From an optimization exercise on the open Yosys and OpenROAD flow, aimed at small area; shortcuts taken in it are not production practice. The RTL was checked by simulation tests, not by an equivalence proof against the original design.

`flow/design.v`:
```
package ascon_pkg;
    typedef logic [64-1:0] lane_t;
    typedef logic [2*64-1:0] block_t;
    typedef logic [5-1:0] slice_t;
    typedef logic [3:0] round_idx_t;
    typedef enum logic [2:0]
    {
        IDLE,
        INIT,
        ASSOC,
        TEXT,
        FINAL
    } phase_t;
endpackage
`timescale 1ns/1ps
module ascon_sbox_column
(
    input  ascon_pkg::slice_t col_in,
    output ascon_pkg::slice_t col_out
);
    ascon_pkg::slice_t mix;
    ascon_pkg::slice_t chi;
    assign mix[0] = col_in[0] ^ col_in[4];
    assign mix[1] = col_in[1];
    assign mix[2] = col_in[1] ^ col_in[2];
    assign mix[3] = col_in[3];
    assign mix[4] = col_in[3] ^ col_in[4];
    always_comb
    begin
        for (int i = 0; i < 5; i++)
        begin
            chi[i] = mix[i] ^ (~mix[(i + 1) % 5] & mix[(i + 2) % 5]);
        end
    end
    assign col_out[0] = chi[0] ^ chi[4];
    assign col_out[1] = chi[1] ^ chi[0];
    assign col_out[2] = ~chi[2];
    assign col_out[3] = chi[3] ^ chi[2];
    assign col_out[4] = chi[4];
endmodule
`timescale 1ns/1ps
module ascon_linear_layer
(
    input  ascon_pkg::lane_t s0,
    input  ascon_pkg::lane_t s1,
    input  ascon_pkg::lane_t s2,
    input  ascon_pkg::lane_t s3,
    input  ascon_pkg::lane_t s4,
    output ascon_pkg::lane_t x0,
    output ascon_pkg::lane_t x1,
    output ascon_pkg::lane_t x2,
    output ascon_pkg::lane_t x3,
    output ascon_pkg::lane_t x4
);
    function automatic ascon_pkg::lane_t rotr
    (
        input ascon_pkg::lane_t v,
        input int               n
    );
        rotr = (v >> n) | (v << ($bits(v) - n));
    endfunction
    function automatic ascon_pkg::lane_t diffuse
    (
        input ascon_pkg::lane_t v,
        input int               a,
        input int               b
    );
        diffuse = v ^ rotr(v, a) ^ rotr(v, b);
    endfunction
    assign x0 = diffuse(s0, 19, 28);
    assign x1 = diffuse(s1, 61, 39);
    assign x2 = diffuse(s2, 1, 6);
    assign x3 = diffuse(s3, 10, 17);
    assign x4 = diffuse(s4, 7, 41);
endmodule
`timescale 1ns/1ps
module ascon_sequencer
(
    input  logic                clk,
    input  logic                reset,
    input  logic                start,
    input  ascon_pkg::block_t   key,
    input  ascon_pkg::block_t   nonce,
    input  ascon_pkg::block_t   ad,
    input  ascon_pkg::block_t   pt,
    input  ascon_pkg::lane_t    lin_x0,
    input  ascon_pkg::lane_t    lin_x1,
    input  ascon_pkg::lane_t    lin_x2,
    input  ascon_pkg::lane_t    lin_x3,
    input  ascon_pkg::lane_t    lin_x4,
    output ascon_pkg::lane_t    sbox_x0,
    output ascon_pkg::lane_t    sbox_x1,
    output ascon_pkg::lane_t    sbox_x2,
    output ascon_pkg::lane_t    sbox_x3,
    output ascon_pkg::lane_t    sbox_x4,
    output ascon_pkg::block_t   c,
    output ascon_pkg::block_t   t,
    output logic                busy,
    output logic                done
);
    localparam ascon_pkg::round_idx_t LAST_ROUND =
        ascon_pkg::round_idx_t'(12 - 1);
    localparam ascon_pkg::round_idx_t PB_FIRST =
        ascon_pkg::round_idx_t'(12 - 8);
    ascon_pkg::phase_t     phase;
    ascon_pkg::round_idx_t round;
    ascon_pkg::lane_t  st  [0:5-1];
    ascon_pkg::lane_t  rnd [0:5-1];
    ascon_pkg::lane_t  nxt [0:5-1];
    ascon_pkg::block_t key_q;
    ascon_pkg::block_t ad_q;
    ascon_pkg::block_t pt_q;
    ascon_pkg::block_t ct_q;
    ascon_pkg::lane_t  khi;
    ascon_pkg::lane_t  klo;
    ascon_pkg::lane_t  ahi;
    ascon_pkg::lane_t  alo;
    ascon_pkg::lane_t  phi;
    ascon_pkg::lane_t  plo;
    logic [7:0]        rc;
    logic              accept;
    logic              last_round;
    assign accept     = start && (phase == ascon_pkg::IDLE);
    assign last_round = (round == LAST_ROUND);
    assign busy       = (phase != ascon_pkg::IDLE);
    assign {khi, klo} = key_q;
    assign {ahi, alo} = ad_q;
    assign {phi, plo} = pt_q;
    assign rc = {4'hf - round, round};
    assign sbox_x0 = st[0];
    assign sbox_x1 = st[1];
    assign sbox_x2 = st[2] ^ {{(64-8){1'b0}}, rc};
    assign sbox_x3 = st[3];
    assign sbox_x4 = st[4];
    assign rnd[0] = lin_x0;
    assign rnd[1] = lin_x1;
    assign rnd[2] = lin_x2;
    assign rnd[3] = lin_x3;
    assign rnd[4] = lin_x4;
    always_comb
    begin
        for (int l = 0; l < 5; l++)
        begin
            nxt[l] = rnd[l];
        end
        if (last_round)
        begin
            case (phase)
                ascon_pkg::INIT:
                begin
                    nxt[3] = rnd[3] ^ khi;
                    nxt[4] = rnd[4] ^ klo;
                    nxt[0] = rnd[0] ^ ahi;
                    nxt[1] = rnd[1] ^ alo;
                end
                ascon_pkg::ASSOC:
                begin
                    nxt[4] = rnd[4] ^ 64'(1);
                    nxt[0] = rnd[0] ^ phi;
                    nxt[1] = rnd[1] ^ plo;
                end
                ascon_pkg::TEXT:
                begin
                    nxt[2] = rnd[2] ^ khi;
                    nxt[3] = rnd[3] ^ klo;
                end
                default:
                begin
                    for (int l = 0; l < 5; l++)
                    begin
                        nxt[l] = rnd[l];
                    end
                end
            endcase
        end
    end
    always_ff @(posedge clk)
    begin
        if (accept)
        begin
            key_q       <= key;
            ad_q        <= ad;
            pt_q        <= pt;
            st[0]       <= 64'h80800c0800000000;
            {st[1], st[2]} <= key;
            {st[3], st[4]} <= nonce;
        end
        else if (busy)
        begin
            for (int l = 0; l < 5; l++)
            begin
                st[l] <= nxt[l];
            end
            if ((phase == ascon_pkg::ASSOC) && last_round)
            begin
                ct_q <= {nxt[0], nxt[1]};
            end
        end
    end
    always_ff @(posedge clk)
    begin
        if (reset)
        begin
            phase <= ascon_pkg::IDLE;
            round <= '0;
            done  <= 1'b0;
            c     <= '0;
            t     <= '0;
        end
        else
        begin
            done <= 1'b0;
            if (busy && !last_round)
            begin
                round <= round + 1'b1;
            end
            case (phase)
                ascon_pkg::IDLE:
                begin
                    if (start)
                    begin
                        phase <= ascon_pkg::INIT;
                        round <= '0;
                    end
                end
                ascon_pkg::INIT:
                begin
                    if (last_round)
                    begin
                        phase <= ascon_pkg::ASSOC;
                        round <= PB_FIRST;
                    end
                end
                ascon_pkg::ASSOC:
                begin
                    if (last_round)
                    begin
                        phase <= ascon_pkg::TEXT;
                        round <= PB_FIRST;
                    end
                end
                ascon_pkg::TEXT:
                begin
                    if (last_round)
                    begin
                        phase <= ascon_pkg::FINAL;
                        round <= '0;
                    end
                end
                ascon_pkg::FINAL:
                begin
                    if (last_round)
                    begin
                        phase <= ascon_pkg::IDLE;
                        round <= '0;
                        done  <= 1'b1;
                        c     <= ct_q;
                        t     <= {rnd[3], rnd[4]} ^ key_q;
                    end
                end
                default:
                begin
                    phase <= ascon_pkg::IDLE;
                end
            endcase
        end
    end
endmodule
`timescale 1ns/1ps
module ascon_encrypt_1block
(
    input  logic              clk,
    input  logic              reset,
    input  logic              start,
    input  ascon_pkg::block_t key,
    input  ascon_pkg::block_t nonce,
    input  ascon_pkg::block_t ad,
    input  ascon_pkg::block_t pt,
    output ascon_pkg::block_t c,
    output ascon_pkg::block_t t,
    output logic              busy,
    output logic              done
);
    wire ascon_pkg::lane_t sbox_x0, sbox_x1, sbox_x2, sbox_x3, sbox_x4;
    wire ascon_pkg::lane_t sub_x0, sub_x1, sub_x2, sub_x3, sub_x4;
    wire ascon_pkg::lane_t lin_x0, lin_x1, lin_x2, lin_x3, lin_x4;
    ascon_sequencer u_sequencer
    (
        .clk     (clk),
        .reset   (reset),
        .start   (start),
        .key     (key),
        .nonce   (nonce),
        .ad      (ad),
        .pt      (pt),
        .lin_x0  (lin_x0),
        .lin_x1  (lin_x1),
        .lin_x2  (lin_x2),
        .lin_x3  (lin_x3),
        .lin_x4  (lin_x4),
        .sbox_x0 (sbox_x0),
        .sbox_x1 (sbox_x1),
        .sbox_x2 (sbox_x2),
        .sbox_x3 (sbox_x3),
        .sbox_x4 (sbox_x4),
        .c       (c),
        .t       (t),
        .busy    (busy),
        .done    (done)
    );
    for (genvar b = 0; b < 64; b++)
    begin : g_col
        wire ascon_pkg::slice_t col_in;
        wire ascon_pkg::slice_t col_out;
        assign col_in = {sbox_x4[b], sbox_x3[b], sbox_x2[b], sbox_x1[b], sbox_x0[b]};
        ascon_sbox_column u_sbox
        (
            .col_in  (col_in),
            .col_out (col_out)
        );
        assign sub_x0[b] = col_out[0];
        assign sub_x1[b] = col_out[1];
        assign sub_x2[b] = col_out[2];
        assign sub_x3[b] = col_out[3];
        assign sub_x4[b] = col_out[4];
    end
    ascon_linear_layer u_linear
    (
        .s0 (sub_x0),
        .s1 (sub_x1),
        .s2 (sub_x2),
        .s3 (sub_x3),
        .s4 (sub_x4),
        .x0 (lin_x0),
        .x1 (lin_x1),
        .x2 (lin_x2),
        .x3 (lin_x3),
        .x4 (lin_x4)
    );
endmodule
```
`flow/run.sh`:
```
#!/bin/bash
# synth_recipe.tcl (not shown) runs the flow's synth.tcl, then flattens the netlist and writes it again
# the make line also repeats each setting of config.mk as NAME=value (left out here)
make -C /OpenROAD-flow-scripts/flow DESIGN_CONFIG=/design/flow/config.mk WORK_HOME=/design/flow/orfs CLKGATE_MAP_FILE= SYNTH_SCRIPT=/design/flow/synth_recipe.tcl finish
```
`flow/config.mk`:
```
export PLATFORM = sky130hd
export DESIGN_NAME = ascon_encrypt_1block
export DESIGN_NICKNAME = ascon_encrypt_1block
export VERILOG_FILES = /design/flow/design.v
export SDC_FILE = /design/flow/constraint.sdc
export NUM_CORES = 4
export LEC_CHECK = 0
export CAP_MARGIN = 20
export CORE_MARGIN = 2
export CORE_UTILIZATION = 40
export SLEW_MARGIN = 20
```
`flow/constraint.sdc`:
```
create_clock -name core_clock -period 8.0 [get_ports {clk}]
set_input_delay 1.6000 -clock core_clock [delete_from_list [all_inputs] [get_ports {clk}]]
set_output_delay 1.6000 -clock core_clock [all_outputs]
set_load 0.01 [all_outputs]
```
==> notes.md, run 1 <==
worst-path cell chain=nor3_2, buf_4, inv_2, buf_4, clkdlybuf4s50_1; Max-slew headroom=0.131; RSZ-0062 raised after global routing=false; number of port buffers=772; FF+latch count, synth=approximately 1100; Worst Path Buf+Inv=4; drt pass-1 iters=5; drt wl/cell=31.6 um; placed cell count=7988; CTS sink cnt=about 1100; r2r worst-path depth=8; DP HPWL=about 210000 um; ys flop type=edfxtp_1; Final min period=4780 ps; hold depth=2; initial antenna violation count=25; maximum operating frequency=209 MHz; Seq/Total Area, Yosys=0.493; Hold EP=u_sequencer.c[53]; DRC Markers=0; clock latency on the worst-skew pair=about 790 ps; cts-stage hold buffer count=0; outcome=no timing/DRC/antenna violations; r2r setup slk=about 4100 ps; layout cells sized above 1=0.0938; clk buf depth=3; via count=45213; largest net degree at the start of global routing=around 160; number of post-CTS setup repair buffers=0; number of flops mapped to enable cells by yosys=768; syn_area_per_cell=between 10 and 15 um2; TNS Setup=0 ps; CP max stage delay=670 ps; final net count=around 6700; TritonCTS clock tree=built; grt ovf=0; I/O pins=roughly 770; Clock Tree Root=clkbuf_16; Num CTS Buffers=between 100 and 150; delay-heaviest family, CP=buffers and inverters; PnR worst setup slack=~3200 ps; Filler Cell Count=13553; cell area after synthesis=60000 um2; worst hold slack=about 450 ps; crit path max fanout=27; final non-filler cell total=about 8200; fin crit share=0.598; Mapped Nets=~6000; Crit path top cell by count=buf_4; Ys Warns=6; Die X=between 300 and 400 um; 1st-iter DRT viols=roughly 5400; MaxCap Viol Count=0; library cells used by synthesis=55; Hold Crit Start=u_sequencer.c[53]; worst path required time=roughly 6400 ps; PostCTS Resize Cnt=0; ANT nets after route=0; CP endpoint kind=output pin; cell count after synthesis=5357; die height=about 390 um; Total GRT Usage=0.331; FF-to-FF End=u_sequencer.st[1][24]; CP Launch Type=flop; critical path type=reg2out; global-route wire length before repair=~350000 um; Initial Util=0.402; die area=approximately 150000 um2; GPL Wtd Cong=between 1 and 1.5; Critical Path AT=roughly 3200 ps; clk_skew=between 50 and 60 ps; Hold Fails Final Rpt=0; Placement Rows=142; Via density=5.49; vias in the first global route=42424; H-tree lvl count=3; core area=between 100000 and 150000 um2; Core Util, Final=0.498; final setup fails=0; pre-CTS setup slack=between 3000 and 4000 ps; Pins Over Slew Limit=0; Area Overhead vs Synth=23.9%; clock transition at the registers of the reported paths=roughly 60 ps; Tightest Pin Transition=~1300 ps; r2r startpoint=u_sequencer.round[0]; Routed WL=~260000 um; Hold Path Class=reg2reg; CP max stage cell=dfxtp_1; async set-reset flop share out of synthesis=0
==> worst max-delay path by stage <==
stage / cells after the start / endpoint / start / slack, ps
after CTS: 5 / busy / u_sequencer.phase[2] / 3160
after global placement: 6 / u_sequencer.st[3][19] / start / 3490
final: 5 / busy / u_sequencer.phase[2] / 3220
after detailed placement: 6 / u_sequencer.st[2][20] / start / 3440
after floorplan: 4 / u_sequencer.ad_q[0] / start / 310
after global routing: 5 / busy / u_sequencer.phase[2] / 3050
==> cell families after synthesis <==
family / share of synthesized area
DFF: 0.493
xor gates and xnor gates: 0.247
adders and majority gates: 0.0384
and+or+nand+nor: 0.0917
buffers and inverters: 0.0312
muxes: 0.0127
AOI/OAI and AO/OA: 0.0851
==> metrics by stage <==
step           cell area (um2)
2_1_floorplan            60100
3_3_place_gp             70300
3_5_place_dp             70300
4_1_cts                  74400
5_1_grt                  74400
6_report                 74400
==> layout make-up <==
class | count | area [um2] | area share
sequential | 1096 | 29600 | 0.398
multi-input combinational | 3801 | 28700 | 0.386
timing repair buffer | 877 | 8700 | 0.117
clock buffer | 170 | 3460 | 0.0464
tap | 2016 | 2520 | 0.0339
inverter | 199 | 767 | 0.0103
clock inverter | 54 | 567 | 0.00762
antenna | 16 | 40.0 | 0.000538
==> synth_stat cells (41+ instances only) <==
| library cell | count | area share |
|---|---|---|
| o221ai_1 | 64 | 0.0093 |
| xnor2_1 | 961 | 0.14 |
| a311o_1 | 46 | 0.0077 |
| edfxtp_1 | 768 | 0.38 |
| a21oi_1 | 265 | 0.022 |
| buf_2 | 66 | 0.0055 |
| dfxtp_1 | 328 | 0.11 |
| maj3_2 | 41 | 0.0077 |
| mux2_2 | 64 | 0.012 |
| xnor3_1 | 125 | 0.047 |
| a21oi_2 | 42 | 0.0061 |
| nand2_1 | 1036 | 0.065 |
| xor2_1 | 239 | 0.035 |
| ha_1 | 129 | 0.027 |
| xnor2_2 | 78 | 0.021 |
| o21ai_0 | 248 | 0.021 |
| nor3b_1 | 51 | 0.0064 |
| a21o_1 | 50 | 0.0063 |
| nor2_1 | 52 | 0.0033 |
| inv_1 | 189 | 0.012 |
| clkbuf_1 | 160 | 0.010 |
| o21ai_1 | 51 | 0.0043 |
==> flip-flops by register name, summed over array words and instances, names as in the netlist <==
signal	flops
u_sequencer.phase	3
u_sequencer.done	1
u_sequencer.ad_q	128
u_sequencer.t	128
u_sequencer.key_q	128
u_sequencer.pt_q	128
u_sequencer.round	4
u_sequencer.c	128
u_sequencer.st	320
u_sequencer.ct_q	128
==> worst min-delay path, stage by stage (launching register included) <==
cell and delay [ps]:
dfxtp_1 310, nand2_1 50, a21oi_1 50
==> per-layer routing <==
layer | vias up | global-route usage | routed length (um)
li1 | 19914 | - | -
met2 | 2489 | 0.491 | 111000
met4 | 12 | 0.188 | 16900
met5 | - | 0 | 72
met1 | 22382 | 0.430 | 101000
met3 | 416 | 0.0980 | 30100
==> cell usage in the layout, fill, tap and decap left out, types with 41 or more instances in the layout <==
cell type	count
a21o_1	50
a21oi_1	265
a21oi_2	42
a311o_1	46
buf_4	90
clkbuf_16	124
clkdlybuf4s50_1	770
dfxtp_1	328
edfxtp_1	768
ha_1	129
inv_1	185
maj3_2	41
mux2_2	64
nand2_1	1035
nor2_1	51
nor3b_1	50
o21ai_0	248
o21ai_1	51
o221ai_1	64
xnor2_1	945
xnor2_2	94
xnor3_1	125
xor2_1	239
==> run 2, diff against run 1 <==
--- a/flow/design.v
+++ b/flow/design.v
@@ -281,60 +281,228 @@
     output logic              busy,
     output logic              done
 );
-    wire ascon_pkg::lane_t sbox_x0, sbox_x1, sbox_x2, sbox_x3, sbox_x4;
-    wire ascon_pkg::lane_t sub_x0, sub_x1, sub_x2, sub_x3, sub_x4;
-    wire ascon_pkg::lane_t lin_x0, lin_x1, lin_x2, lin_x3, lin_x4;
-    ascon_sequencer u_sequencer
+    localparam logic [63:0] IV = 64'h80800c0800000000;
+    logic [2:0] q;       
+    logic [5:0] r;       
+    logic       busy_q;
+    logic       done_q;
+    logic       accept;
+    assign accept = start && !busy_q;
+    assign busy   = busy_q;
+    assign done   = done_q;
+    always_ff @(posedge clk)
+    begin
+        if (reset)
+        begin
+            busy_q <= 1'b0;
+            done_q <= 1'b0;
+        end
+        else
+        begin
+            done_q <= 1'b0;
+            if (accept)
+            begin
+                busy_q <= 1'b1;
+            end
+            else if (busy_q && (q == 3'd7) && (r == 6'd40))
+            begin
+                busy_q <= 1'b0;
+                done_q <= 1'b1;
+            end
+        end
+    end
+    always_ff @(posedge clk)
+    begin
+        if (accept)
+        begin
+            q <= '0;
+            r <= '0;
+        end
+        else
+        begin
+            q <= q + 1'b1;
+            if (q == 3'd7)
+            begin
+                r <= r + 1'b1;
+            end
+        end
+    end
+    wire pass0 = (r == 6'd0);
+    wire inj_a = (r == 6'd12);
+    wire inj_p = (r == 6'd20);
+    wire inj_k = (r == 6'd28);
+    wire fin   = (r == 6'd40);
+    logic [63:0] R [0:4];                  
+    logic [63:0] KH, KL, AH, AL, PH, PL;   
+    logic [7:0]  wr [0:4];                 
+    logic [7:0]  x  [0:4];                 
+    always_ff @(posedge clk)
+    begin
+        for (int l = 0; l < 3; l++)
+        begin
+            R[l] <= {wr[l], R[l][63:8]};
+        end
+        if (accept)
+        begin
+            R[3] <= nonce[127:64];
+            R[4] <= nonce[63:0];
+            KH   <= key[127:64];
+            KL   <= key[63:0];
+            AH   <= ad[127:64];
+            AL   <= ad[63:0];
+            PH   <= pt[127:64];
+            PL   <= pt[63:0];
+        end
+        else
+        begin
+            R[3] <= {wr[3], R[3][63:8]};
+            R[4] <= {wr[4], R[4][63:8]};
+            KH   <= {KH[7:0], KH[63:8]};
+            KL   <= {KL[7:0], KL[63:8]};
+            AH   <= {AH[7:0], AH[63:8]};
+            AL   <= {AL[7:0], AL[63:8]};
+            PH   <= {(inj_p ? x[0] : PH[7:0]), PH[63:8]};
+            PL   <= {(inj_p ? x[1] : PL[7:0]), PL[63:8]};
+        end
+    end
+    logic [27:0] S0;
+    logic [5:0]  S2;
+    logic [16:0] S3;
+    logic [6:0]  S4;
+    function automatic int slot_src(input int x, input int w);
+        slot_src = (x + 8) % w;
+    endfunction
+        for (genvar x_ = 0; x_ < 28; x_++) begin : g_S0 
+            logic ld_; logic d_; 
+            always_comb begin 
+                ld_ = 1'b0; d_ = S0[slot_src(x_, 28)]; 
+                for (int u_ = 0; u_ < 8; u_++) begin 
+                    if ((((u_ - 8) % 28 + 28) % 28) == x_ && u_ < 28 && (8 * q + u_) < 28) begin 
+                        ld_ = 1'b1; d_ = R[0][u_]; 
+                    end 
+                end 
+            end 
+            always_ff @(posedge clk) S0[x_] <= d_; 
+        end
+        for (genvar x_ = 0; x_ < 6; x_++) begin : g_S2 
+            logic ld_; logic d_; 
+            always_comb begin 
+                ld_ = 1'b0; d_ = S2[slot_src(x_, 6)]; 
+                for (int u_ = 0; u_ < 8; u_++) begin 
+                    if ((((u_ - 8) % 6 + 6) % 6) == x_ && u_ < 6 && (8 * q + u_) < 6) begin 
+                        ld_ = 1'b1; d_ = R[2][u_]; 
+                    end 
+                end 
+            end 
+            always_ff @(posedge clk) S2[x_] <= d_; 
+        end
+        for (genvar x_ = 0; x_ < 17; x_++) begin : g_S3 
+            logic ld_; logic d_; 
+            always_comb begin 
+                ld_ = 1'b0; d_ = S3[slot_src(x_, 17)]; 
+                for (int u_ = 0; u_ < 8; u_++) begin 
+                    if ((((u_ - 8) % 17 + 17) % 17) == x_ && u_ < 17 && (8 * q + u_) < 17) begin 
+                        ld_ = 1'b1; d_ = R[3][u_]; 
+                    end 
+                end 
+            end 
+            always_ff @(posedge clk) S3[x_] <= d_; 
+        end
+        for (genvar x_ = 0; x_ < 7; x_++) begin : g_S4 
+            logic ld_; logic d_; 
+            always_comb begin 
+                ld_ = 1'b0; d_ = S4[slot_src(x_, 7)]; 
+                for (int u_ = 0; u_ < 8; u_++) begin 
+                    if ((((u_ - 8) % 7 + 7) % 7) == x_ && u_ < 7 && (8 * q + u_) < 7) begin 
+                        ld_ = 1'b1; d_ = R[4][u_]; 
+                    end 
+                end 
+            end 
+            always_ff @(posedge clk) S4[x_] <= d_; 
+        end
+    logic [63:39] F1;
+    logic [63:41] F4;
+    always_ff @(posedge clk)
+    begin
+        F1 <= {R[1][7:0], F1[63:47]};
+        F4 <= {R[4][7:0], F4[63:49]};
+    end
+    function automatic logic tap
     (
-        .clk     (clk),
-        .reset   (reset),
-        .start   (start),
-        .key     (key),
-        .nonce   (nonce),
-        .ad      (ad),
-        .pt      (pt),
-        .lin_x0  (lin_x0),
-        .lin_x1  (lin_x1),
-        .lin_x2  (lin_x2),
-        .lin_x3  (lin_x3),
-        .lin_x4  (lin_x4),
-        .sbox_x0 (sbox_x0),
-        .sbox_x1 (sbox_x1),
-        .sbox_x2 (sbox_x2),
-        .sbox_x3 (sbox_x3),
-        .sbox_x4 (sbox_x4),
-        .c       (c),
-        .t       (t),
-        .busy    (busy),
-        .done    (done)
+        input logic [63:0] ring,
+        input logic        saved,
+        input int          p,
+        input logic [2:0]  qq
     );
-    for (genvar b = 0; b < 64; b++)
+        if (p >= 64)
+            tap = ring[p - 64];
+        else if (8 * qq + p >= 64)
+            tap = saved;
+        else
+            tap = ring[p];
+    endfunction
+    logic [7:0] l [0:4];
+    for (genvar u = 0; u < 8; u++)
+    begin : g_lin
+        assign l[0][u] = R[0][u]
+                       ^ tap(R[0], S0[(u + 19 + 28 * 3 - 64) % 28], u + 19, q)
+                       ^ tap(R[0], S0[(u + 28 + 28 * 3 - 64) % 28], u + 28, q);
+        assign l[1][u] = R[1][u]
+                       ^ tap(R[1], (u + 61 < 64) ? F1[(u + 61 < 64) ? u + 61 : 63] : 1'b0, u + 61, q)
+                       ^ tap(R[1], F1[u + 39], u + 39, q);
+        assign l[2][u] = R[2][u]
+                       ^ tap(R[2], S2[(u + 1 + 6 * 11 - 64) % 6], u + 1, q)
+                       ^ tap(R[2], S2[(u + 6 + 6 * 11 - 64) % 6], u + 6, q);
+        assign l[3][u] = R[3][u]
+                       ^ tap(R[3], S3[(u + 10 + 17 * 4 - 64) % 17], u + 10, q)
+                       ^ tap(R[3], S3[(u + 17 + 17 * 4 - 64) % 17], u + 17, q);
+        assign l[4][u] = R[4][u]
+                       ^ tap(R[4], S4[(u + 7 + 7 * 10 - 64) % 7], u + 7, q)
+                       ^ tap(R[4], F4[u + 41], u + 41, q);
+    end
+    logic [3:0] j;
+    always_comb
+    begin
+        if (r < 6'd12)      j = r[3:0];
+        else if (r < 6'd20) j = 4'(r - 6'd8);
+        else if (r < 6'd28) j = 4'(r - 6'd16);
+        else                j = 4'(r - 6'd28);
+    end
+    wire [7:0] rc = (q == 3'd0) ? {~j, j} : 8'd0;
+    for (genvar u = 0; u < 8; u++)
     begin : g_col
-        wire ascon_pkg::slice_t col_in;
-        wire ascon_pkg::slice_t col_out;
-        assign col_in = {sbox_x4[b], sbox_x3[b], sbox_x2[b], sbox_x1[b], sbox_x0[b]};
+        always_comb
+        begin
+            if (pass0)
+            begin
+                x[0][u] = IV[{q, 3'(u)}];
+                x[1][u] = KH[u];
+                x[2][u] = KL[u];
+                x[3][u] = R[3][u];
+                x[4][u] = R[4][u];
+            end
+            else
+            begin
+                x[0][u] = l[0][u] ^ (inj_a & AH[u]) ^ (inj_p & PH[u]);
+                x[1][u] = l[1][u] ^ (inj_a & AL[u]) ^ (inj_p & PL[u]);
+                x[2][u] = l[2][u] ^ (inj_k & KH[u]);
+                x[3][u] = l[3][u] ^ ((inj_a | fin) & KH[u]) ^ (inj_k & KL[u]);
+                x[4][u] = l[4][u] ^ ((inj_a | fin) & KL[u])
+                        ^ (inj_p & (q == 3'd0) & (u == 0));
+            end
+        end
+        ascon_pkg::slice_t col_in, col_out;
+        assign col_in = {x[4][u], x[3][u], x[2][u] ^ rc[u], x[1][u], x[0][u]};
         ascon_sbox_column u_sbox
         (
             .col_in  (col_in),
             .col_out (col_out)
         );
-        assign sub_x0[b] = col_out[0];
-        assign sub_x1[b] = col_out[1];
-        assign sub_x2[b] = col_out[2];
-        assign sub_x3[b] = col_out[3];
-        assign sub_x4[b] = col_out[4];
+        for (genvar b = 0; b < 5; b++)
+        begin : g_wr
+            assign wr[b][u] = fin ? x[b][u] : col_out[b];
+        end
     end
-    ascon_linear_layer u_linear
-    (
-        .s0 (sub_x0),
-        .s1 (sub_x1),
-        .s2 (sub_x2),
-        .s3 (sub_x3),
-        .s4 (sub_x4),
-        .x0 (lin_x0),
-        .x1 (lin_x1),
-        .x2 (lin_x2),
-        .x3 (lin_x3),
-        .x4 (lin_x4)
-    );
+    assign c = {PH, PL};
+    assign t = {R[3], R[4]};
 endmodule
==> run 2 against run 1 <==
  * Synthesized cell count is 41% lower
  * Utilization is 6.9 points higher
  * Critical endpoint is now R[4][56]
  * Largest cell class unchanged
  * Still clean on timing, DRC and antenna
  * Cell count is 40% lower
==> notes.md, run 2 <==
crit path max fanout=19; Critical Path AT=roughly 4900 ps; Seq/Total Area, Yosys=0.581; hold depth=0; placed cell count=roughly 4700; grt ovf=0; syn_area_per_cell=8.91 um2; initial antenna violation count=16; Final min period=~4400 ps; Hold EP=F1[43]; 1st-iter DRT viols=1643; clock latency on the worst-skew pair=620 ps; Hold Path Class=reg2reg; FF-to-FF End=R[4][56]; count leader, synth=nand2_1; number of post-CTS setup repair buffers=0; Die X=between 200 and 300 um; via count=between 20000 and 25000; GPL Wtd Cong=roughly 0.9; vias in the first global route=~22000; Area Overhead vs Synth=40.3%; Mapped Nets=about 3700; Routed WL=99400 um; most common cell after layout, fill and taps aside=nand2_1; clk buf depth=3; commonest cells in the netlist=nand2_1, dfxtp_1, clkbuf_1, xnor2_1, mux2i_1; top cells by area, synth=dfxtp_1, nand2_1, xnor2_1; Initial Util=0.404; largest net degree at the start of global routing=about 210; number of flops mapped to enable cells by yosys=0; Clock Tree Root=clkbuf_16; largest reg by FF count=R; DRC Markers=0; r2r startpoint=q[1]; RSZ-0062 raised after global routing=false; final setup fails=0; Max-slew headroom=0.181; die height=270 um; final non-filler cell total=approximately 4900; clk_skew=approximately 19 ps; Hold Crit Start=F1[51]; FF+latch count, synth=821; r2r worst-path depth=11; fin crit share=0.544; library cells used by synthesis=slightly below 80; DP HPWL=approximately 74000 um; H-tree lvl count=3; layout cells sized above 1=0.0554; I/O pins=773; PostCTS Resize Cnt=0; Total GRT Usage=0.263; Pins Over Slew Limit=0; core area=approximately 70000 um2; drt pass-1 iters=5; Num CTS Buffers=86; Synth top area share=0.581; ANT nets after route=0; worst hold slack=318 ps; CTS sink cnt=821; number of port buffers=about 770; TritonCTS clock tree=built; outcome=no timing/DRC/antenna violations; final net count=4432; async set-reset flop share out of synthesis=0; CP endpoint kind=flop; Placement Rows=97; TNS Setup=0 ps; critical path type=reg2reg; maximum operating frequency=230 MHz; Filler Cell Count=6444; clock transition at the registers of the reported paths=around 70 ps; PnR worst setup slack=around 3600 ps; pre-CTS setup slack=between 3000 and 4000 ps; cell count after synthesis=around 3200; MaxCap Viol Count=0; ys flop type=dfxtp_1; most frequent cells in the layout=nand2_1, dfxtp_1, clkdlybuf4s50_1; Ys Warns=6; cell area after synthesis=~28000 um2; cts-stage hold buffer count=0; Synth area leader=dfxtp_1; r2r setup slk=about 3600 ps; Tightest Pin Transition=roughly 1200 ps; CP Launch Type=flop; Hold Fails Final Rpt=0; max reg flops=320; global-route wire length before repair=143000 um; die area=~73000 um2; worst path required time=8540 ps; Via density=4.63; drt wl/cell=20.3 um
==> run 2: worst max-delay path by stage <==
stage               start  endpoint  slack (ps)  cells past startpoint
global placement    start  R[3][56]        3790                      6
detailed placement  start  R[3][56]        3770                      6
floorplan            r[3]  R[1][60]        4450                     16
global route         q[1]  R[4][56]        3440                     11
CTS                  q[1]  R[4][56]        3790                     11
finish               q[1]  R[4][56]        3650                     11
==> run 2: kinds of logic (layout without fill, tap and decap cells) <==
family | after synthesis | count (layout) | synth area share
simple gates | 1691 | 1691 | 0.232
compound gates | 179 | 179 | 0.0421
other cells | 0 | 8 | 0
flops | 821 | 821 | 0.581
xor+xnor | 158 | 158 | 0.0617
buf+inv | 183 | 962 | 0.0274
fa+ha+maj | 30 | 30 | 0.0129
mux | 113 | 113 | 0.0435
==> run 2: per-layer routing <==
layer / global-route usage / routed length [um] / vias to the layer above
li1: - / - / 11418
met1: 0.340 / 43200 / 10475
met2: 0.449 / 48000 / 677
met3: 0.0526 / 6150 / 112
met4: 0.0681 / 1900 / 12
met5: 0 / 79 / -
==> run 2: stage by stage <==
stage,area [um2],util
global placement,36700,0.524
CTS,39700,0.567
global route,39700,0.567
detailed placement,36700,0.524
floorplan,28300,-
finish,39700,0.567
==> run 2: cell type report <==
class                   instances  area, um2  area share
clock buffers                 119       2480      0.0624
multi-input cells            2171      11100       0.280
inverters                      26       97.6     0.00246
well taps                     940       1180      0.0296
clock inverters                31        490      0.0124
diodes                          8       20.0    0.000504
flip-flops and latches        821      16400       0.414
repair buffers                786       7900       0.199
==> run 2: critical path: stages (launching register included) <==
cell and delay (ps):
dfxtp_1 680, nand3_2 760, mux2i_1 410, xnor2_1 190
xnor2_1 150, nor2_1 70, xnor2_1 530, ha_1 400
and2_1 180, mux4_2 470, a221o_1 270, a21oi_1 130
==> run 3, diff against run 2 <==
--- a/flow/design.v
+++ b/flow/design.v
@@ -285,35 +285,37 @@
     logic [2:0] q;       
     logic [5:0] r;       
     logic       busy_q;
+    logic       idle_q;  
     logic       done_q;
-    logic       accept;
-    assign accept = start && !busy_q;
-    assign busy   = busy_q;
-    assign done   = done_q;
+    assign busy = busy_q;
+    assign done = done_q;
     always_ff @(posedge clk)
     begin
         if (reset)
         begin
             busy_q <= 1'b0;
+            idle_q <= 1'b1;
             done_q <= 1'b0;
         end
         else
         begin
             done_q <= 1'b0;
-            if (accept)
+            if (idle_q)
             begin
-                busy_q <= 1'b1;
+                busy_q <= start;
+                idle_q <= !start;
             end
-            else if (busy_q && (q == 3'd7) && (r == 6'd40))
+            else if ((q == 3'd7) && (r == 6'd40))
             begin
                 busy_q <= 1'b0;
+                idle_q <= 1'b1;
                 done_q <= 1'b1;
             end
         end
     end
     always_ff @(posedge clk)
     begin
-        if (accept)
+        if (idle_q)
         begin
             q <= '0;
             r <= '0;
@@ -332,38 +334,40 @@
     wire inj_p = (r == 6'd20);
     wire inj_k = (r == 6'd28);
     wire fin   = (r == 6'd40);
+    function automatic logic [63:0] ld
+    (
+        input logic [63:0] in,
+        input logic [63:0] sh,
+        input logic        bsy,
+        input logic        idl
+    );
+        ld = ({64{bsy}} | in) & ({64{idl}} | sh);
+    endfunction
+    localparam logic [63:0] POL = 64'hff00ff00ff00ff00;
     logic [63:0] R [0:4];                  
-    logic [63:0] KH, KL, AH, AL, PH, PL;   
+    logic [63:0] KHs, KLs, AHs, ALs;
+    logic [63:0] KH, KL, AH, AL;           
+    logic [63:0] PH, PL;                   
     logic [7:0]  wr [0:4];                 
     logic [7:0]  x  [0:4];                 
+    assign KH = KHs ^ POL;
+    assign KL = KLs ^ POL;
+    assign AH = AHs ^ POL;
+    assign AL = ALs ^ POL;
     always_ff @(posedge clk)
     begin
         for (int l = 0; l < 3; l++)
         begin
             R[l] <= {wr[l], R[l][63:8]};
         end
-        if (accept)
-        begin
-            R[3] <= nonce[127:64];
-            R[4] <= nonce[63:0];
-            KH   <= key[127:64];
-            KL   <= key[63:0];
-            AH   <= ad[127:64];
-            AL   <= ad[63:0];
-            PH   <= pt[127:64];
-            PL   <= pt[63:0];
-        end
-        else
-        begin
-            R[3] <= {wr[3], R[3][63:8]};
-            R[4] <= {wr[4], R[4][63:8]};
-            KH   <= {KH[7:0], KH[63:8]};
-            KL   <= {KL[7:0], KL[63:8]};
-            AH   <= {AH[7:0], AH[63:8]};
-            AL   <= {AL[7:0], AL[63:8]};
-            PH   <= {(inj_p ? x[0] : PH[7:0]), PH[63:8]};
-            PL   <= {(inj_p ? x[1] : PL[7:0]), PL[63:8]};
-        end
+        R[3] <= ld(nonce[127:64], {wr[3], R[3][63:8]}, busy_q, idle_q);
+        R[4] <= ld(nonce[63:0],   {wr[4], R[4][63:8]}, busy_q, idle_q);
+        KHs  <= ld(key[127:64], {KH[7:0], KH[63:8]}, busy_q, idle_q) ^ POL;
+        KLs  <= ld(key[63:0],   {KL[7:0], KL[63:8]}, busy_q, idle_q) ^ POL;
+        AHs  <= ld(ad[127:64],  {AH[7:0], AH[63:8]}, busy_q, idle_q) ^ POL;
+        ALs  <= ld(ad[63:0],    {AL[7:0], AL[63:8]}, busy_q, idle_q) ^ POL;
+        PH   <= ld(pt[127:64], {(inj_p ? x[0] : PH[7:0]), PH[63:8]}, busy_q, idle_q);
+        PL   <= ld(pt[63:0],   {(inj_p ? x[1] : PL[7:0]), PL[63:8]}, busy_q, idle_q);
     end
     logic [27:0] S0;
     logic [5:0]  S2;
@@ -377,7 +381,7 @@
             always_comb begin 
                 ld_ = 1'b0; d_ = S0[slot_src(x_, 28)]; 
                 for (int u_ = 0; u_ < 8; u_++) begin 
-                    if ((((u_ - 8) % 28 + 28) % 28) == x_ && u_ < 28 && (8 * q + u_) < 28) begin 
+                    if ((((u_ - 8) % 28 + 28) % 28) == x_ && u_ < 28 && {1'b0, q} < 4'((28 - u_ + 7) / 8)) begin 
                         ld_ = 1'b1; d_ = R[0][u_]; 
                     end 
                 end 
@@ -389,7 +393,7 @@
             always_comb begin 
                 ld_ = 1'b0; d_ = S2[slot_src(x_, 6)]; 
                 for (int u_ = 0; u_ < 8; u_++) begin 
-                    if ((((u_ - 8) % 6 + 6) % 6) == x_ && u_ < 6 && (8 * q + u_) < 6) begin 
+                    if ((((u_ - 8) % 6 + 6) % 6) == x_ && u_ < 6 && {1'b0, q} < 4'((6 - u_ + 7) / 8)) begin 
                         ld_ = 1'b1; d_ = R[2][u_]; 
                     end 
                 end 
@@ -401,7 +405,7 @@
             always_comb begin 
                 ld_ = 1'b0; d_ = S3[slot_src(x_, 17)]; 
                 for (int u_ = 0; u_ < 8; u_++) begin 
-                    if ((((u_ - 8) % 17 + 17) % 17) == x_ && u_ < 17 && (8 * q + u_) < 17) begin 
+                    if ((((u_ - 8) % 17 + 17) % 17) == x_ && u_ < 17 && {1'b0, q} < 4'((17 - u_ + 7) / 8)) begin 
                         ld_ = 1'b1; d_ = R[3][u_]; 
                     end 
                 end 
@@ -413,7 +417,7 @@
             always_comb begin 
                 ld_ = 1'b0; d_ = S4[slot_src(x_, 7)]; 
                 for (int u_ = 0; u_ < 8; u_++) begin 
-                    if ((((u_ - 8) % 7 + 7) % 7) == x_ && u_ < 7 && (8 * q + u_) < 7) begin 
+                    if ((((u_ - 8) % 7 + 7) % 7) == x_ && u_ < 7 && {1'b0, q} < 4'((7 - u_ + 7) / 8)) begin 
                         ld_ = 1'b1; d_ = R[4][u_]; 
                     end 
                 end 
@@ -436,7 +440,7 @@
     );
         if (p >= 64)
             tap = ring[p - 64];
-        else if (8 * qq + p >= 64)
+        else if ({1'b0, qq} >= 4'((64 - p + 7) / 8))
             tap = saved;
         else
             tap = ring[p];
@@ -500,7 +504,10 @@
         );
         for (genvar b = 0; b < 5; b++)
         begin : g_wr
-            assign wr[b][u] = fin ? x[b][u] : col_out[b];
+            if (b >= 3)
+                assign wr[b][u] = fin ? x[b][u] : col_out[b];
+            else
+                assign wr[b][u] = col_out[b];
         end
     end
     assign c = {PH, PL};
==> flow/flow/run.sh (new file) <==
#!/bin/bash
# Standard ORFS layout (the standard.sh, unchanged synthesis), with
# minimum-size port buffers and a lighter clock tree.
set -euo pipefail
export BUFFER_PORTS_ARGS="-buffer_cell sky130_fd_sc_hd__buf_1"
export CTS_ARGS="-sink_clustering_enable -repair_clock_nets -dont_use_dummy_load -buf_list sky130_fd_sc_hd__clkbuf_4 -sink_clustering_size 8 -sink_clustering_max_diameter 50"
bash standard.sh > standard_flow.log 2>&1
==> flow/standard.sh (new file) <==
#!/bin/bash
# synth_recipe.tcl (not shown) runs the flow's synth.tcl, then flattens the netlist and writes it again
# the make line also repeats each setting of config.mk as NAME=value (left out here)
make -C /OpenROAD-flow-scripts/flow DESIGN_CONFIG=/design/flow/config.mk WORK_HOME=/design/flow/orfs CLKGATE_MAP_FILE= SYNTH_SCRIPT=/design/flow/synth_recipe.tcl "${@:-finish}"
--- a/flow/config.mk
+++ b/flow/config.mk
@@ -7,5 +7,6 @@
 export LEC_CHECK = 0
 export CAP_MARGIN = 20
 export CORE_MARGIN = 2
-export CORE_UTILIZATION = 40
+export CORE_UTILIZATION = 65
+export PLACE_DENSITY = 0.72
 export SLEW_MARGIN = 20
removed: flow/run.sh
==> run 3 against run 2 <==
  * The flow now stops in I/O pin placement (3_2_place_iop)
  * Synthesized area down 6.1%
  * Synthesized cell count down 28%
==> notes.md, run 3 <==
FF+latch count, synth=a little over 800; ys flop type=dfxtp_1; Placement Rows=74; Initial Util=0.655; tool error=[ERROR PPL-0024] Number of IO pins (773) exceeds maximum number of available positions (740). Increase the die perimeter from 824.58um to 1051.28um.; cell area after synthesis=roughly 27000 um2; Synth area leader=dfxtp_1; Synth top area share=0.620; Stop stage=I/O pin placement (3_2_place_iop); Mapped Nets=~2800; number of flops mapped to enable cells by yosys=0; Ys Warns=6; Die X=approximately 210 um; outcome=did not finish; die height=roughly 200 um; async set-reset flop share out of synthesis=0; top cells by area, synth=dfxtp_1, o22a_1, o22ai_1; library cells used by synthesis=80; commonest cells in the netlist=dfxtp_1, o22a_1, nor2_1, a21oi_1, o22ai_1; syn_area_per_cell=between 10 and 15 um2; cell count after synthesis=roughly 2300; count leader, synth=dfxtp_1; Seq/Total Area, Yosys=0.620
[run 3: kinds of logic after synthesis]
group,count (synthesis),synth area share
multiplexers,117,0.0468
adder cells (fa/ha/maj),31,0.0142
buffers and inverters,177,0.0277
XOR/XNOR,162,0.0640
flip-flops,822,0.620
AO/OA/AOI/OAI,634,0.170
AND/OR/NAND/NOR,349,0.0578
==> run 4, diff against run 3 <==
--- a/flow/config.mk
+++ b/flow/config.mk
@@ -7,6 +7,5 @@
 export LEC_CHECK = 0
 export CAP_MARGIN = 20
 export CORE_MARGIN = 2
-export CORE_UTILIZATION = 65
-export PLACE_DENSITY = 0.72
+export CORE_UTILIZATION = 40
 export SLEW_MARGIN = 20
==> run 4 against run 3 <==
  * The run now finishes clean
  * Synthesized area unchanged
  * Synthesized cell count unchanged
==> notes.md, run 4 <==
commonest cells in the netlist=dfxtp_1, o22a_1, nor2_1, a21oi_1, o22ai_1; initial antenna violation count=39; PostCTS Resize Cnt=0; Max-slew headroom=0.303; CTS sink cnt=slightly above 800; CP endpoint kind=flop; RSZ-0062 raised after global routing=false; die height=262 um; Placement Rows=94; ANT nets after route=0; Synth top area share=0.620; Initial Util=0.404; Tightest Pin Transition=between 1000 and 1500 ps; fin crit share=0.654; clk_skew=around 94 ps; Routed WL=~110000 um; number of post-CTS setup repair buffers=0; DP HPWL=~83000 um; cell count after synthesis=2292; FF+latch count, synth=822; drt wl/cell=about 28 um; max reg flops=between 300 and 400; TNS Setup=0 ps; cell area after synthesis=26600 um2; crit path max fanout=22; largest reg by FF count=R; number of flops mapped to enable cells by yosys=0; drt pass-1 iters=7; most frequent cells in the layout=dfxtp_1, buf_1, o22a_1; largest net degree at the start of global routing=slightly below 200; Hold Path Class=reg2reg; count leader, synth=dfxtp_1; Ys Warns=6; MaxCap Viol Count=0; async set-reset flop share out of synthesis=0; DRC Markers=0; cts-stage hold buffer count=0; Via density=around 5.5; worst path required time=~8800 ps; Num CTS Buffers=around 120; Critical Path AT=6010 ps; Area Overhead vs Synth=16.9%; Mapped Nets=about 2800; clk buf depth=3; via count=21528; number of port buffers=772; H-tree lvl count=3; maximum operating frequency=around 190 MHz; library cells used by synthesis=80; top cells by area, synth=dfxtp_1, o22a_1, o22ai_1; I/O pins=773; most common cell after layout, fill and taps aside=dfxtp_1; layout cells sized above 1=0.0693; Pins Over Slew Limit=0; Die X=262 um; clock latency on the worst-skew pair=roughly 900 ps; ys flop type=dfxtp_1; global-route wire length before repair=148000 um; Seq/Total Area, Yosys=0.620; final net count=approximately 3600; syn_area_per_cell=about 12 um2; Clock Tree Root=clkbuf_4; Final min period=5230 ps; final setup fails=0; core area=about 66000 um2; grt ovf=0; Hold Fails Final Rpt=0; GPL Wtd Cong=0.944; outcome=no timing/DRC/antenna violations; CP Launch Type=flop; critical path type=reg2reg; 1st-iter DRT viols=approximately 2100; Total GRT Usage=0.304; die area=68500 um2; TritonCTS clock tree=built; vias in the first global route=20970; Synth area leader=dfxtp_1; clock transition at the registers of the reported paths=around 90 ps
## run 4: cell counts after synthesis
No cell type changed its count.
## run 4: path summary, 6_finish.rpt
kind              slack, ps  endpoint  depth (start not counted)   start
setup / recovery       2770  R[3][60]                         16    q[1]
hold / removal          280    F1[47]                          0  F1[55]
setup reg to reg       2770  R[3][60]                         16    q[1]
hold reg to reg         280    F1[47]                          0  F1[55]
## run 4: kinds of logic after synthesis
kind of cell | synth area share
compound gates | 0.170
xor+xnor | 0.0640
fa+ha+maj | 0.0142
buf+inv | 0.0277
flops | 0.620
mux | 0.0468
simple gates | 0.0578
## run 4: layout make-up
cell class                 count  area, um2
fill                        6240      34700
clock buffer                 119        893
antenna                       25       62.6
timing repair buffer         789       3060
tap                          864       1080
sequential                   822      16500
inverter                      23       88.8
multi-input combinational   1293       9390
## run 4: layer usage
metal  share of wire  track usage  wire length (um)
met5         0.00054            0                59
met1            0.41        0.400             44300
met4           0.038        0.124              4160
met3           0.091       0.0833              9830
met2            0.46        0.473             49900
## run 4: critical path: stages (launching register included)
cell and delay (ps):
dfxtp_1 650, ha_1 400, ha_1 320, a31oi_4 620, buf_4 320, mux2i_1 250
xnor3_1 340, nor2_1 230, xor2_1 240, ha_1 190, xor2_1 370, or3_1 200
o22ai_1 70, o21bai_1 190, o31ai_1 320, o211ai_1 160, a211oi_1 260
## run 4: metrics by stage
| step | hold WS (ps) | std cells | instance area, um2 | worst slack (ps) | util |
|---|---|---|---|---|---|
| 2_1_floorplan | 310 | 2292 | 26600 | 3970 | - |
| 3_3_place_gp | 310 | 3790 | 30100 | 2990 | 0.457 |
| 3_5_place_dp | 312 | 3790 | 30100 | 2880 | 0.457 |
| 4_1_cts | 266 | 3909 | 30900 | 2870 | 0.471 |
| 5_1_grt | 291 | 3928 | 31000 | 2410 | 0.472 |
| 6_report | 275 | 3935 | 31000 | 2770 | 0.472 |
==> run 5, diff against run 4 <==
==> flow/flow/run.sh (replaced) <==
#!/bin/bash
# Standard ORFS layout (the standard.sh, unchanged synthesis), with
# minimum-size port buffers and a lighter clock tree.
set -euo pipefail
export BUFFER_PORTS_ARGS="-buffer_cell sky130_fd_sc_hd__buf_1"
export CTS_ARGS="-sink_clustering_enable -repair_clock_nets -buf_list sky130_fd_sc_hd__clkbuf_4 -dont_use_dummy_load"
bash standard.sh > standard_flow.log 2>&1
==> run 5 against run 4 <==
  * Still clean on timing, DRC and antenna
  * Routed wire length up 1.0%
  * Register-to-register slack worse by 40 ps
  * Via count up 2.2%
  * Global-route usage up 0.38 points
  * Critical path type unchanged
  * Highest routed layer unchanged
==> notes.md, run 5 <==
number of flops mapped to enable cells by yosys=0; number of post-CTS setup repair buffers=0; fin crit share=0.659; Routed WL=~110000 um; Ys Warns=6; via count=around 22000; Placement Rows=94; adder-cell share of the synthesized area=0.0142; core area=roughly 66000 um2; RSZ-0062 raised after global routing=false; MaxCap Viol Count=0; Filler Cell Count=between 6000 and 7000; Seq/Total Area, Yosys=0.620; CP max stage delay=approximately 640 ps; I/O pins=roughly 770; initial antenna violation count=43; final net count=roughly 3700; CP Launch Type=flop; clk buf depth=3; syn_area_per_cell=about 12 um2; die area=68500 um2; layout cells sized above 1=0.0940; library cells used by synthesis=80; Initial Util=0.404; PostCTS Resize Cnt=0; Area Overhead vs Synth=19.2%; largest reg by FF count=R; number of port buffers=approximately 770; global-route wire length before repair=150000 um; DRC Markers=0; async set-reset flop share out of synthesis=0; largest family of logic cells by synthesized area=compound AO/OA/AOI/OAI gates; Total GRT Usage=0.308; r2r worst-path depth=16; worst path required time=just under 9000 ps; Crit path depth=16; compound-cell area share of the yosys netlist=0.170; cts-stage hold buffer count=0; clk_skew=roughly 130 ps; TritonCTS clock tree=built; count leader, synth=dfxtp_1; CTS sink cnt=slightly above 800; Synth area leader=dfxtp_1; most common cell after layout, fill and taps aside=dfxtp_1; CP endpoint kind=flop; crit path max fanout=22; clock latency on the worst-skew pair=1020 ps; ANT nets after route=0; hold depth=0; cell area after synthesis=about 27000 um2; maximum operating frequency=between 150 and 200 MHz; Mapped Nets=2834; ys flop type=dfxtp_1; H-tree lvl count=4; top cells by area, synth=dfxtp_1, o22a_1, o22ai_1; TNS Setup=0 ps; delay-heaviest family, CP=compound AO/OA/AOI/OAI gates; Synth top area share=0.620; Simple-Gate Fraction of Synth Area=0.0578; Worst Path Buf+Inv=1; Max-slew headroom=0.261; Die X=262 um; grt ovf=0; Hold Fails Final Rpt=0; Num CTS Buffers=203; drt wl/cell=around 27 um; Crit path top cell by count=ha_1; critical path type=reg2reg; DP HPWL=around 83000 um; Critical Path AT=between 6000 and 7000 ps; worst-path cell chain=ha_1, ha_1, a31oi_4, buf_4, mux2i_1, xnor3_1, nor2_1, xor2_1, ha_1, xor2_1, or3_1, o22ai_1, o21bai_1, o31ai_1, o211ai_1, a211oi_1; Pins Over Slew Limit=0; 1st-iter DRT viols=roughly 2100; Hold Path Class=reg2reg; max reg flops=between 300 and 400; Via density=~5.5; most frequent cells in the layout=dfxtp_1, buf_1, o22a_1; Post-Synth XOR/XNOR Area=0.0640; largest net degree at the start of global routing=between 150 and 200; CP max stage cell=dfxtp_1; clock transition at the registers of the reported paths=approximately 60 ps; cell count after synthesis=between 2000 and 2500; outcome=no timing/DRC/antenna violations; commonest cells in the netlist=dfxtp_1, o22a_1, nor2_1, a21oi_1, o22ai_1; vias in the first global route=between 20000 and 25000; final setup fails=0; die height=262 um; GPL Wtd Cong=around 0.94; FF+latch count, synth=approximately 800; Final min period=between 5000 and 6000 ps; mux contribution to synthesized area=0.0468; drt pass-1 iters=6; Tightest Pin Transition=~1100 ps; Clock Tree Root=clkbuf_4
run 5: changes by cell type in the layout (fill, tap and decap cells not counted), sizes merged:
cell | before | now
buf | 789 | 788
clkbuf | 119 | 203
diode | 25 | 28
run 5: final cells by class:
cell class	count	area [um2]	share of cell area
clock buffers	203	1520	0.0481
inverters	23	88.8	0.00281
flip-flops and latches	822	16500	0.520
repair buffers	788	3040	0.0960
multi-input cells	1293	9390	0.297
diodes	28	70.1	0.00221
well taps	864	1080	0.0341
run 5: worst paths after layout:
path,startpoint,endpoint,slack (ps)
max,q[1],R[3][60],2730
min,R[2][55],R[2][47],300
max reg2reg,q[1],R[3][60],2730
min reg2reg,R[2][55],R[2][47],300
run 5: stage by stage:
stage	hold slack (ps)	instances	setup slack, ps	cell area, um2	utilization
3_3_place_gp	310	3790	2990	30100	0.457
3_5_place_dp	312	3790	2880	30100	0.457
6_report	303	4021	2730	31700	0.482
4_1_cts	304	3993	2880	31600	0.480
2_1_floorplan	310	2292	3970	26600	-
5_1_grt	301	4015	2410	31600	0.481
run 5: cell families after synthesis:
logic type      after synthesis
flops                       822
compound gates              634
simple gates                349
buf+inv                     177
xor+xnor                    162
mux                         117
fa+ha+maj                    31
run 5: metal layers:
metal  up-vias  share of wire  GRT usage
met3       250          0.090     0.0935
met4        10          0.036      0.137
met5         -        0.00050          0
met1     10679           0.41      0.396
li1       9858              -          -
met2      1201           0.47      0.477

separate check: timing with driven ports:
The flow's constraints put no driver on any port. The routed layouts listed below were extracted and timed again, unchanged, in two steps.
Step 1 sets driving cells, clkbuf_16 on the clock port and buf_2 on the other inputs (assumed; they add their load-dependent delay and slew).
Step 2 times the ports against the registers' clock, not the clock port: input delays grow and output delays shrink by t, the midpoint of the rising clock arrivals with the driver on.
Three values: ideal ports, drivers, drivers and shift; two values: the first two.
run	shift t [ns]	setup slack, ns	hold slack, ns	latest minus earliest clock arrival (ns)	slew at the worst register clock pin (ns)
run 1	0.839	3.218 / 3.138 / 3.261	0.455 / 0.455 / 0.455	0.056 / 0.056	0.07 / 0.07
run 2	0.664	3.649 / 3.649 / 3.649	0.318 / 0.318 / 0.318	0.020 / 0.020	0.07 / 0.07
run 4	0.899	2.771 / 2.771 / 2.771	0.275 / 0.275 / 0.275	0.103 / 0.104	0.10 / 0.10
run 5	1.008	2.732 / 2.732 / 2.732	0.303 / 0.303 / 0.303	0.139 / 0.140	0.07 / 0.07
After both steps every run listed still meets setup and hold.
